This is an optimization exercise on Yosys and OpenROAD, whose aim is small area, a short achievable clock period and few clock cycles per item, not a production implementation. Where RTL was checked, it was by simulation tests only, not by an equivalence proof against the original. For runs 2 and 3, only the layout was checked, not whether the RTL still works. Power and IR drop assume default switching activity.

==> flow/design.v (outline; a module is shown in full before it is edited, if it fits) <==
// module csa_fa: 10 lines
// module conv_pe_top: 1985 lines
module conv_pe_top (
    input  logic        clk,
    input  logic        rst,
    input  logic        wght_valid_i,
    input  logic [63:0] wght_i,
    output logic        wght_ready_o,
    input  logic        act_valid_i,
    input  logic [63:0] act_i,
    output logic        act_ready_o,
    output logic [23:0] result_o,
    output logic        result_valid_o
);
  // ...
==> flow/flow/run.sh <==
#!/bin/bash
# The standard layout, with two resizer settings changed: cells may be
# swapped for ones of another footprint during repair, and the port buffers
# are plain buffers instead of the smallest-area (delay) buffer.
set -euo pipefail
bash standard.sh MATCH_CELL_FOOTPRINT=0 "BUFFER_PORTS_ARGS=-buffer_cell sky130_fd_sc_hd__buf_2" finish > make.log 2>&1
==> flow/standard.sh <==
#!/bin/bash
# synth_recipe.tcl (not shown) runs the flow's synth.tcl, then flattens the netlist and writes it again
# the make line also repeats each setting of config.mk as NAME=value (left out here)
make -C /OpenROAD-flow-scripts/flow DESIGN_CONFIG=/design/flow/config.mk WORK_HOME=/design/flow/orfs CLKGATE_MAP_FILE= SYNTH_SCRIPT=/design/flow/synth_recipe.tcl "${@:-finish}"
==> flow/config.mk <==
export PLATFORM = sky130hd
export DESIGN_NAME = conv_pe_top
export DESIGN_NICKNAME = conv_pe_top
export VERILOG_FILES = /design/flow/design.v
export SDC_FILE = /design/flow/constraint.sdc
export NUM_CORES = 4
export LEC_CHECK = 0
export CAP_MARGIN = 20
export CORE_MARGIN = 2
export CORE_UTILIZATION = 75
export SETUP_SLACK_MARGIN = 2.8
export SLEW_MARGIN = 20
export SYNTH_HIERARCHICAL = 1
export SYNTH_MINIMUM_KEEP_SIZE = 0
==> flow/constraint.sdc <==
create_clock -name core_clock -period 5.0 [get_ports {clk}]
set_input_delay 1.0000 -clock core_clock [delete_from_list [all_inputs] [get_ports {clk}]]
set_output_delay 1.0000 -clock core_clock [all_outputs]
set_load 0.01 [all_outputs]
==> results.txt, run 1 <==
Logic synthesis
After synthesis, the mean cell area works out to 14.0 µm². Summed over all instances, the cell type with the most area after synthesis is sky130_fd_sc_hd__dfxtp_1. The area fraction of the dominant cell type after synthesis is 0.557. The number of warnings reported in the yosys synthesis log is 8. The number of synthesized flops with an enable pin is 0.

The XOR/XNOR share of the synthesized area is 0.00604. The cell count after synthesis is 2,575. The portion of netlist area occupied by mux cells is 0.0203.

The number of distinct library cells after synthesis is 50. The most common cell in the netlist is sky130_fd_sc_hd__dfxtp_1. Of the total synthesized cell area, the portion taken by AND, OR, NAND and NOR gates is 0.0861.

CTS
TritonCTS built the clock tree. Buffers inserted during clock tree synthesis total 90. The clock edge transition at the registers on the reported setup and hold paths is 70 ps. In this run, post-CTS repair resized a total of 294 instances.

Timing
The worst relative slew slack is 0.625. The setup-violating endpoint count in the final report is 0. The hold violation total from the final report came to 0. On the final layout, the worst clock skew is 21.5 ps. The slew at the pin closest to its max-slew limit is 562 ps. Summed over all failing endpoints, the final setup total negative slack is 0 ps.

Finish
In the final layout, the registers with the most flip-flops are wring (576), r1 (165), aq (64). The area used by multi-input combinational logic is 15,600 µm². The area-dominant cell class after layout is flip-flops and latches. With fillers left out, the area of the finished cells amounts to 41,600 µm². The final layout net count is 3,439. The library cells used most frequently in the layout, excluding fill and tap cells, are 869 x sky130_fd_sc_hd__dfxtp_1, 445 x sky130_fd_sc_hd__nand2_1, 411 x sky130_fd_sc_hd__fa_1, 156 x sky130_fd_sc_hd__buf_2, 122 x sky130_fd_sc_hd__dfxtp_4. From synthesis to final layout, the design area changed by 15.5%. There are 1,003 flip-flops and latches.

Power
The analysis attributes to cell leakage a power of 16.6 nW. The power consumed by combinational cells is 0.00907 W. The proportion of total power due to net switching is 0.337. The analysis attributes to net switching a power of 0.00932 W.

Outcome
The flow ran to the end and the layout has no timing, DRC or antenna violations.

Worst setup path
The family of cells with the greatest summed delay on the critical path is adder cells. In this run the number of cells on the critical path is 4. Walking the worst path, the cells encountered are nand2_1 -> fa_1 -> fa_2 -> fa_1. The number of cells on the worst reg-to-reg path is 4. The highest-delay cell along the critical path is sky130_fd_sc_hd__fa_2.

At the worst endpoint, the arrival time is 2870 ps.

Global routing
The number of global-route vias before repair was 23,000.
Testbench counts, summed over its fixed seeds: cycles 8,884, windows 900.
==> inputs of run 2 (changes only) <==
--- a/flow/design.v
+++ b/flow/design.v
@@ -50,36 +50,34 @@
     always_ff @(posedge clk) begin
         wring[8] <= wght_acc ? wght_i : wring[0];
         for (int k = 0; k < 8; k++) begin
             wring[k] <= wring[k + 1];
         end
     end
     logic [63:0] aq;
     logic [63:0] wr;
-    always_ff @(posedge clk) begin
-        aq <= act_i;
-    end
-    assign wr = wring[8];
-    logic [7:1] vld_t;
-    logic [7:1] fst_t;
-    logic [7:1] lst_t;
+    assign aq = act_i;
+    assign wr = wring[0];
+    logic [6:1] vld_t;
+    logic [6:1] fst_t;
+    logic [6:1] lst_t;
     logic vld;
     logic fst;
     always_ff @(posedge clk) begin
-        vld_t <= {vld_t[6:1], act_acc};
-        fst_t <= {fst_t[6:1], act_acc & (ph_q == 4'd0)};
+        vld_t <= {vld_t[5:1], act_acc};
+        fst_t <= {fst_t[5:1], act_acc & (ph_q == 4'd0)};
         if (rst) begin
             lst_t <= '0;
         end else begin
-            lst_t <= {lst_t[6:1], act_acc & (ph_q == 4'd8)};
+            lst_t <= {lst_t[5:1], act_acc & (ph_q == 4'd8)};
         end
     end
-    assign vld = vld_t[4];
-    assign fst = fst_t[4];
+    assign vld = vld_t[3];
+    assign fst = fst_t[3];
     logic [22:0] acc_s;
     logic [22:0] acc_c;
     logic [164:0] r1;
     logic [59:0] r2;
     logic [28:0] r3;
     logic fs0;
     logic fc0;
     logic fs1;
@@ -1988,10 +1986,10 @@
         lo_q <= {1'b0, ~acc_s[11:0]} + {1'b0, ~acc_c[11:1], 1'b0};
         hi_q <= (~acc_s[22:12]) + (~acc_c[22:12]);
     end
     assign sum[11:0] = lo_q[11:0];
     assign sum[22:12] = hi_q + {10'd0, lo_q[12]};
     always_ff @(posedge clk) begin
         result_o <= sum[22] ? 24'd0 : {1'b0, sum[22:0]};
     end
-    assign result_valid_o = lst_t[7];
+    assign result_valid_o = lst_t[6];
 endmodule
==> flow/config.mk (replaced) <==
export PLATFORM = sky130hd
export DESIGN_NAME = conv_pe_top
export DESIGN_NICKNAME = conv_pe_top
export VERILOG_FILES = /design/flow/design.v
export SDC_FILE = /design/flow/constraint.sdc
export NUM_CORES = 4
export LEC_CHECK = 0
export CAP_MARGIN = 20
export CORE_MARGIN = 2
export CORE_UTILIZATION = 40
export SETUP_SLACK_MARGIN = 2.8
export SLEW_MARGIN = 20
export SYNTH_HIERARCHICAL = 1
export SYNTH_MINIMUM_KEEP_SIZE = 0
==> run 2 against run 1 <==
  * Setup slack better by 18 ps
  * Sequential share of layout area down 5.4 points
  * Combinational power up 2%
  * Final cell count up 16%
  * Critical endpoint is now r1[35]
  * Synthesized cell count down 2.3%
  * Area after synthesis down 3.6%
==> results.txt, run 2 <==
Place
The wire-length estimate of the detail-placed layout is 67,100 µm. The placer congestion estimate is 0.906. The worst setup timing slack at the placement stage is 1800 ps.

In this run the tool buffered the top-level ports with 156 buffer cells.

Floorplan
The standard cell core area is 86,500 µm². The die covers 89,300 µm². The I/O pin count is 159. From bottom edge to top edge, the die measures 299 µm. The width of the chip is 299 µm. The starting density of the core is 0.402. The number of core rows is 108.

CTS
For the worst-skew pair, the clock arrives at the later sink with an insertion delay of 680 ps. The clock edge transition at the registers on the reported setup and hold paths is 60 ps (about the same). Counting along the longest clock path gives a buffer depth of 3. The deepest level of the CTS H-tree is 3. The CTS sink count is 936. TritonCTS built the clock tree. The number of CTS-inserted buffers came to 92 (+2.2%). The clock tree root driver cell is sky130_fd_sc_hd__clkbuf_16.

Outcome
The flow ran to the end and the layout has no timing, DRC or antenna violations.

Finish
Once layout is complete, the utilization of the core stands at 0.500. The register with the most flip-flops in the layout has 576 of them. The number of antenna diodes in the final layout is 0.

From synthesis to final layout, the design area changed by 24.3%. In the layout the commonest cells are 867 x sky130_fd_sc_hd__dfxtp_1, 310 x sky130_fd_sc_hd__fa_2, 306 x sky130_fd_sc_hd__nand2_1, 215 x sky130_fd_sc_hd__fa_1, 101 x sky130_fd_sc_hd__nand2_2. In the final layout, the share of cells above drive strength 1 is 0.396. The largest registers in the layout are wring (576), r1 (165), r2 (60). The leading cell type in the layout, fill and taps excluded is sky130_fd_sc_hd__dfxtp_1.

The register containing the most flip-flops in the final layout is wring. The filler cell count is 7,398. The final layout net count is 3,435 (-0.12%).

Global routing
The global router's overall resource usage is 0.202. Summed over all layers, the global routing overflow is 0. The number of global-route vias before repair came to 20,500 (-11%). Entering global routing, the biggest net connects 43 pins. The global-route wire length before repair is 131,000 µm. The number of antenna violations at the first check in global routing is 4.

Logic synthesis
After synthesis the cells add up to 34,800 µm². The most common cell in the netlist is sky130_fd_sc_hd__dfxtp_1. The async set or reset register ratio after synthesis is 0.

The fraction of the yosys area taken by sequential cells is 0.539. After synthesis the netlist holds a flip-flop and latch count of 936. Sorting the synthesized cells by area gives the leading types as sky130_fd_sc_hd__dfxtp_1 54%, sky130_fd_sc_hd__fa_1 30%, sky130_fd_sc_hd__nand2_1 4.9%. The commonest register cell after synthesis is sky130_fd_sc_hd__dfxtp_1. The area fraction of the dominant cell type after synthesis is 0.539 (-0.0179). The average instance area after synthesis is 13.8 µm² (-1.4%). The cell count after synthesis is 2,517 (-2.3%).

The biggest area contributor in the post-synthesis netlist is sky130_fd_sc_hd__dfxtp_1. The number of warnings reported in the yosys synthesis log is 8 (unchanged). The number of distinct library cells after synthesis came to 50 (unchanged). The number of synthesized flops with an enable pin is 0 (unchanged). In the synthesized netlist, the cells that appear most often are 936 x sky130_fd_sc_hd__dfxtp_1, 525 x sky130_fd_sc_hd__fa_1, 455 x sky130_fd_sc_hd__nand2_1.

Timing
After layout, the worst setup slack is 2690 ps. Subtracting the final worst setup slack from the clock period gives 2310 ps. The hold violation total from the final report is 0 (unchanged). The aggregate negative setup slack is 0 ps (unchanged).

The setup-violating endpoint count in the final report is 0 (unchanged). The clock skew is 40.9 ps (+19.4 ps). The max-slew violation count was 0.

The slew at the pin closest to its max-slew limit was 805 ps (+243 ps). The tightest hold path in the finished design has a slack of 293 ps. Setup repair after global routing could not meet its margin everywhere. The worst relative slew slack came to 0.463 (-0.162). Dividing the final minimum period by the clock period gives 0.462. Timing would allow up to 433 MHz.

Power
The internal power summed over all cells is 0.0183 W. Of the total power, the clock network draws 0.265. VDD sags by at most 0.410 mV. The combinational fraction of design power is 0.340. The static leakage is 16.9 nW (+1.7%).

The sequential fraction of design power is 0.395. The total net switching power is 0.00890 W (-4.5%). For this design the ratio of total power to cell area is 630 nW/µm². The proportion of total power due to net switching is 0.327 (-0.00999).

Worst setup path
In this run the worst setup path begins at act_i[28]. The critical path arrival is 2910 ps (+40 ps). At the worst endpoint, the required time is 5600 ps. The type of the setup path with the least slack is input pin to flop.

The worst flop-to-flop path startpoint is wring[0][26]. The kind of end point of the critical path is a flop. In this run the worst path has a maximum fanout of 8. The startpoint type of the worst setup path is an input pin.

Worst hold path
The classification of the worst-slack hold path is flop to flop. The worst hold path begins at vld_t[0].

Detailed routing
The detailed-route DRC error count is 0. The initial detailed-routing violation count is 1,026. The routed design has 90,500 µm of wire. The pre-antenna-repair detailed-routing pass consisted of 5 iterations. The routed length per placed instance is 22.8 µm.

The number of antenna-violating nets in the routed design is 0. Using the TritonRoute via totals, the vias-per-cell ratio works out to 4.65. The final route contains 18,500 vias.

Flow run
The total of max-cap violations is 0.
==> run 2: cell count changes after synthesis, moves of 4 or more <==
cell / before / now
sky130_fd_sc_hd__dfxtp_1: 1003 / 936
sky130_fd_sc_hd__nor2b_1: 14 / 9
sky130_fd_sc_hd__nor3_1: 4 / 8
sky130_fd_sc_hd__clkbuf_1: 128 / 132
==> run 2: Yosys stat by module, one instance, submodules excluded <==
| module | flip-flops and latches | copies in the design | area, µm² | cells inside |
|---|---|---|---|---|
| conv_pe_top | 936 | 1 | 24300 | 1994 |
| csa_fa | 0 | 523 | 20.0 | 1 |
==> run 2: path summary, 6_finish.rpt <==
kind	endpoint	cells after the start	slack (ps)
worst max-delay path	r1[35]	5	2690
worst min register to register	vld_t[1]	0	290
worst min-delay path	vld_t[1]	0	290
worst max register to register	r1[35]	5	2720
==> run 2: kinds of logic after synthesis <==
logic type                 count (synthesis)  synth area share
DFF                                      936             0.539
and+or+nand+nor                          686            0.0901
adders and majority gates                552             0.312
buffers and inverters                    214            0.0239
muxes                                     64            0.0207
AOI/OAI and AO/OA                         38           0.00742
xor gates and xnor gates                  25           0.00630
other                                      2          0.000216
==> run 2: final cells by class <==
| class | count | area (µm²) | area share |
|---|---|---|---|
| Clock buffer | 119 | 2570 | 0.0596 |
| Tap cell | 1155 | 1450 | 0.0334 |
| Clock inverter | 46 | 649 | 0.0150 |
| Sequential cell | 936 | 19000 | 0.440 |
| Timing Repair Buffer | 274 | 2520 | 0.0583 |
| Multi-Input combinational cell | 1375 | 16700 | 0.388 |
| Inverter | 72 | 274 | 0.00634 |
==> run 2: worst max-delay path: stages <==
cell and delay [ps]:
sky130_fd_sc_hd__buf_4 150, sky130_fd_sc_hd__nand2_1 110, sky130_fd_sc_hd__fa_2 600, sky130_fd_sc_hd__fa_2 480
sky130_fd_sc_hd__fa_2 560
==> run 2: routing by layer <==
layer	wire length, µm	vias up	GRT usage
met5	0	-	0
met4	3420	0	0.0710
met3	5910	162	0.0465
met2	44500	622	0.341
met1	36700	9591	0.256
li1	-	8136	-
==> run 2: power by group through the flow <==
stage	sequential (W)	combinational [W]	clock, W
final	0.0108	0.00925	0.00722
after global routing	0.0110	0.0105	0.00773
after CTS	0.0108	0.00919	0.00740
after detailed placement	0.0110	0.00884	0
after global placement	0.0109	0.00851	0
after floorplan	0.0104	0.00572	0
==> run 2: what timing repair did <==
action / 4_1_cts / 5_1_grt
setup endpoints to repair: 197 / 72
buffers inserted: 82 / 34
gates resized for setup: 356 / 67
hold buffers: 0 / 0
pin swaps: 46 / 60
==> run 2: per-stage QoR <==
stage | total power, W | instances | cell area (µm²)
finish | 0.0272 | 3977 | 43200
floorplan | 0.0161 | 2525 | 36800
CTS | 0.0274 | 3943 | 42700
global route | 0.0292 | 3977 | 43200
detailed placement | 0.0198 | 3696 | 37800
global placement | 0.0195 | 3696 | 37800
==> inputs of run 3 (changes only) <==
==> flow/run.sh (new file) <==
#!/bin/bash
# synth_recipe.tcl (not shown) runs the flow's synth.tcl, then flattens the netlist and writes it again
# the make line also repeats each setting of config.mk as NAME=value (left out here)
make -C /OpenROAD-flow-scripts/flow DESIGN_CONFIG=/design/flow/config.mk WORK_HOME=/design/flow/orfs CLKGATE_MAP_FILE= SYNTH_SCRIPT=/design/flow/synth_recipe.tcl finish
removed: flow/flow/run.sh
removed: flow/standard.sh
==> run 3 against run 2 <==
  * Still clean
  * First-iteration DRC count fell by 6.4%
  * Via count down 0.84%
  * Largest cell class unchanged
  * Critical path type unchanged
  * Cell area increased by 0.25%
  * Final cell count shrank 0.83%
  * Global-route usage is 0.54 points lower
  * Utilization is 0.13 points higher
  * Largest power group unchanged
==> results.txt, run 3 <==
Place
The half-perimeter wire length of the detailed placement result is 66,100 µm (-1.6%). The placer congestion estimate is 0.921 (+1.7%). The worst setup timing slack at the placement stage is 1220 ps (-575 ps). The count of buffers from port buffering is 156 (unchanged).

Finish
The area growth from synthesis to layout is 24.6%. The final layout net count is 3,400 (-1.0%). The number of flip-flops under the largest register name is 576 (unchanged). The largest registers in the layout are wring (576), r1 (165), r2 (60).

The top cell types in the final layout, fill and taps aside, are 867 x sky130_fd_sc_hd__dfxtp_1, 320 x sky130_fd_sc_hd__nand2_1, 308 x sky130_fd_sc_hd__fa_2, 217 x sky130_fd_sc_hd__fa_1, 94 x sky130_fd_sc_hd__clkbuf_16. wring holds more flip-flops than any other register. The fraction of final layout cells sized beyond drive strength 1 came to 0.358 (-0.0386). The final core utilization was 0.501 (+0.00127). The leading cell type in the layout, fill and taps excluded is sky130_fd_sc_hd__dfxtp_1.

Logic synthesis
The number of distinct library cells after synthesis is 50 (unchanged). The number of synthesized flops with an enable pin came to 0 (unchanged). The async set or reset register ratio after synthesis is 0 (unchanged). The commonest register cell after synthesis is sky130_fd_sc_hd__dfxtp_1.

The number of warnings reported in the yosys synthesis log is 8 (unchanged). The average instance area after synthesis is 13.8 µm² (unchanged). Sorting the synthesized cells by how often they occur yields 936 x sky130_fd_sc_hd__dfxtp_1, 525 x sky130_fd_sc_hd__fa_1, 455 x sky130_fd_sc_hd__nand2_1. By instance count, the leading cell after synthesis is sky130_fd_sc_hd__dfxtp_1. The fraction of the yosys area taken by sequential cells came to 0.539 (unchanged). The cell count after synthesis is 2,517 (unchanged). The cell area after technology mapping was 34,800 µm² (unchanged).

The area fraction of the dominant cell type after synthesis is 0.539 (unchanged). Sorting the synthesized cells by area gives the leading types as sky130_fd_sc_hd__dfxtp_1 54%, sky130_fd_sc_hd__fa_1 30%, sky130_fd_sc_hd__nand2_1 4.9%. The total of flip-flops plus latches after synthesis is 936 (unchanged). The cell type with the highest aggregate area in the netlist is sky130_fd_sc_hd__dfxtp_1.

Detailed routing
The number of antenna-violating nets in the routed design is 0 (unchanged). The first-pass iteration count of the detailed router was 5 (unchanged). The routed length per placed instance is 22.2 µm (-2.5%). The total wirelength of the detailed-routed design was 87,500 µm (-3.3%).

The number of vias in the routed layout is 18,400 (-0.84%). The average via count per standard cell is 4.65 (about the same). The initial detailed-routing violation count is 960 (-6.4%). The detailed-route DRC error count is 0 (unchanged).

Flow run
The total of max-cap violations is 0 (unchanged).

Global routing
The number of global-route vias before repair is 20,500 (+0.12%). The number of antenna violations at the first check in global routing is 2 (-2). The aggregate global routing overflow is 0 (unchanged).

The largest net degree at the start of global routing is 65 (+51%). The global router's overall resource usage is 0.197 (-0.00539). The global-route wire length before repair is 129,000 µm (-1.9%).

Power
The internal power summed over all cells was 0.0185 W (+0.90%). The proportion of total power due to net switching is 0.323 (-0.00402). The total net switching power was 0.00882 W (-0.93%).

The highest ir drop seen on vdd is 0.315 mV (-23%). The static leakage was 16.8 nW (-0.61%). The combinational fraction of design power came to 0.331 (-0.009). The total power per unit cell area came to 631 nW/µm² (about the same). The share of total power in the clock network is 0.275 (+0.010). The sequential fraction of design power came to 0.394 (about the same).

Timing
The hold violation total from the final report is 0 (unchanged). The post-layout worst setup margin was 2690 ps (-3.97 ps). The worst relative slew slack was 0.619 (+0.155). The clock skew is 52.6 ps (+11.7 ps).

Setup repair after global routing could not meet its margin everywhere. The max-slew violation count was 0 (unchanged). The timing-limited maximum frequency is 432 MHz (-0.17%).

The aggregate negative setup slack is 0 ps (unchanged). The portion of the clock cycle consumed by the worst path in the final layout came to 0.462 (+0.000794). The slew at the pin closest to its max-slew limit was 572 ps (-233 ps). The post-route minimum period is 2310 ps (+3.97 ps). The setup-violating endpoint count in the final report is 0 (unchanged).

Worst setup path
The kind of end point of the critical path is a flop. The largest fanout on the critical path is 8 (unchanged). The number of cells on the worst reg-to-reg path was 5 (unchanged).

The most numerous cell type found on the critical path is sky130_fd_sc_hd__fa_2. The highest-delay cell along the critical path is sky130_fd_sc_hd__fa_2. The critical path's largest stage delay is 600 ps (about the same). The data required time at the worst endpoint is 5510 ps (-90 ps). The critical path launch point is act_i[25]. Traced cell by cell, the critical path runs through buf_4 -> nand2_2 -> fa_1 -> fa_2 -> fa_2. In this run the critical register-to-register path is launched from wring[0][2]. The startpoint type of the worst setup path is an input pin. The slack of the worst reg-to-reg path was 2690 ps (-30 ps). The critical path arrival is 2830 ps (-80 ps).

The setup path with the least slack is of type input pin to flop.

Worst hold path
The count of cells along the worst hold path came to 0 (unchanged). The min-delay analysis places its worst path in the category flop to flop. The beginning of the worst hold path is wring[5][55].

CTS
The CTS sink count is 936 (unchanged). TritonCTS built the clock tree. The quantity of hold-fixing buffers added after cts came to 0 (unchanged). The source-to-sink clock delay at the later pin of the worst-skew pair is 680 ps (about the same). The deepest level of the CTS H-tree is 3 (unchanged). The clock edge transition at the registers on the reported setup and hold paths is 60 ps (about the same). The deepest clock path buffer count is 3 (unchanged). The number of CTS-inserted buffers is 93 (+1.1%).

CTS placed an instance of sky130_fd_sc_hd__clkbuf_16 at the clock tree root.

Floorplan
The I/O pin count is 159 (unchanged). The standard cell core area was 86,500 µm² (unchanged). The die area is 89,300 µm² (unchanged).

The die span in y is 299 µm (unchanged). The width of the chip was 299 µm (unchanged). The number of core rows is 108 (unchanged). The starting density of the core was 0.402 (unchanged).

Outcome
The flow ran to the end and the layout has no timing, DRC or antenna violations.
## run 3: cell counts after synthesis
No cell type changed its count.
## run 3: area by class of cell
class | instances | area (µm²)
diodes | 1 | 2.50
clock buffers | 125 | 2650
repair buffers | 238 | 2420
inverters | 72 | 274
clock inverters | 42 | 764
well taps | 1155 | 1450
flip-flops and latches | 936 | 19000
fillers | 7342 | 43200
multi-input cells | 1375 | 16800
## run 3: layer usage
metal  track usage  part of all wire  vias up
li1              -                 -     8048
met1         0.253              0.42     9534
met2         0.324              0.48      570
met3        0.0483             0.065      204
met4        0.0711             0.041        0
met5             0                 0        -
## run 3: cell families (layout without fill, tap and decap cells)
| family | after synthesis | in the layout | share of synthesized area |
|---|---|---|---|
| XOR/XNOR | 25 | 25 | 0.00630 |
| other | 2 | 11 | 0.000216 |
| flip-flops | 936 | 936 | 0.539 |
| multiplexers | 64 | 64 | 0.0207 |
| AO/OA/AOI/OAI | 38 | 38 | 0.00742 |
| adder cells (fa/ha/maj) | 552 | 552 | 0.312 |
| AND/OR/NAND/NOR | 686 | 686 | 0.0901 |
| buffers and inverters | 214 | 477 | 0.0239 |
## run 3: path summary, 6_finish.rpt
path	end
setup reg to reg	r1[82]
setup / recovery	r1[8]
hold reg to reg	wring[4][55]
hold / removal	wring[4][55]
## run 3: worst max-delay path, delay by kind of cell
family,cells,cell delay (ps)
buffers and inverters,1,160
and+or+nand+nor,1,80
adders and majority gates,3,1590
## run 3: timing repair
action                                  in CTS  in global routing
endpoints found under the setup margin     239                 73
hold endpoints to repair                     0                  0
cloned                                       0                  1
pin swaps                                   48                 50
setup buffers                               44                 33
resized for setup                          686                 61
## run 3: per-stage QoR
step,total power [W],std cells,hold WS (ps),cell area [µm²]
floorplan,0.0162,2525,310,37200
finish,0.0273,3944,277,43300
CTS,0.0275,3909,287,42800
global route,0.0292,3943,298,43300
global placement,0.0195,3698,310,38700
detailed placement,0.0198,3698,312,38700
## run 3: Yosys stat by module (local to each module, per instance)
| module | times used | flip-flops and latches | area (µm²) | cells |
|---|---|---|---|---|
| csa_fa | 523 | 0 | 20.0 | 1 |
| conv_pe_top | 1 | 936 | 24300 | 1994 |
## run 3: power by group through the flow
| stage | sequential [W] | clock, W | combinational, W |
|---|---|---|---|
| after floorplan | 0.0104 | 0 | 0.00575 |
| after global placement | 0.0109 | 0 | 0.00859 |
| after detailed placement | 0.0110 | 0 | 0.00884 |
| after CTS | 0.0108 | 0.00772 | 0.00899 |
| after global routing | 0.0110 | 0.00800 | 0.0103 |
| final | 0.0108 | 0.00752 | 0.00903 |

[afterwards: timing with drivers on the ports]
Ports are ideal in the flow. The routed layouts listed here were re-timed in OpenROAD.
Step 1 (the two cells are an assumption about what drives the block):
set clk [get_ports {clk}]
set_driving_cell -lib_cell sky130_fd_sc_hd__clkbuf_16 $clk
set_driving_cell -lib_cell sky130_fd_sc_hd__buf_2 [delete_from_list [all_inputs] $clk]
Step 2 times the ports against the registers' clock, not the clock port: input delays grow and output delays shrink by t, the midpoint of the rising clock arrivals with the driver on.
Slacks: ideal ports / drivers / drivers and shift; pairs: ideal ports / drivers.
run	t (ns)	setup slack, ns	worst setup path after step 2	worst data-port slew with drivers (ns)	pins driven straight from the clock port
run 1	0.723	2.674 / 2.674 / 2.295	input to register	0.07	1
run 2	0.724	2.692 / 2.676 / 1.951	input to register	0.14	1
run 3	0.727	2.688 / 2.685 / 1.958	input to register	0.10	1
After both steps setup and hold are still met in every run listed. The setup slack of run 2, which loses most, moves by -0.016 ns with the drivers and by -0.741 ns with both steps.
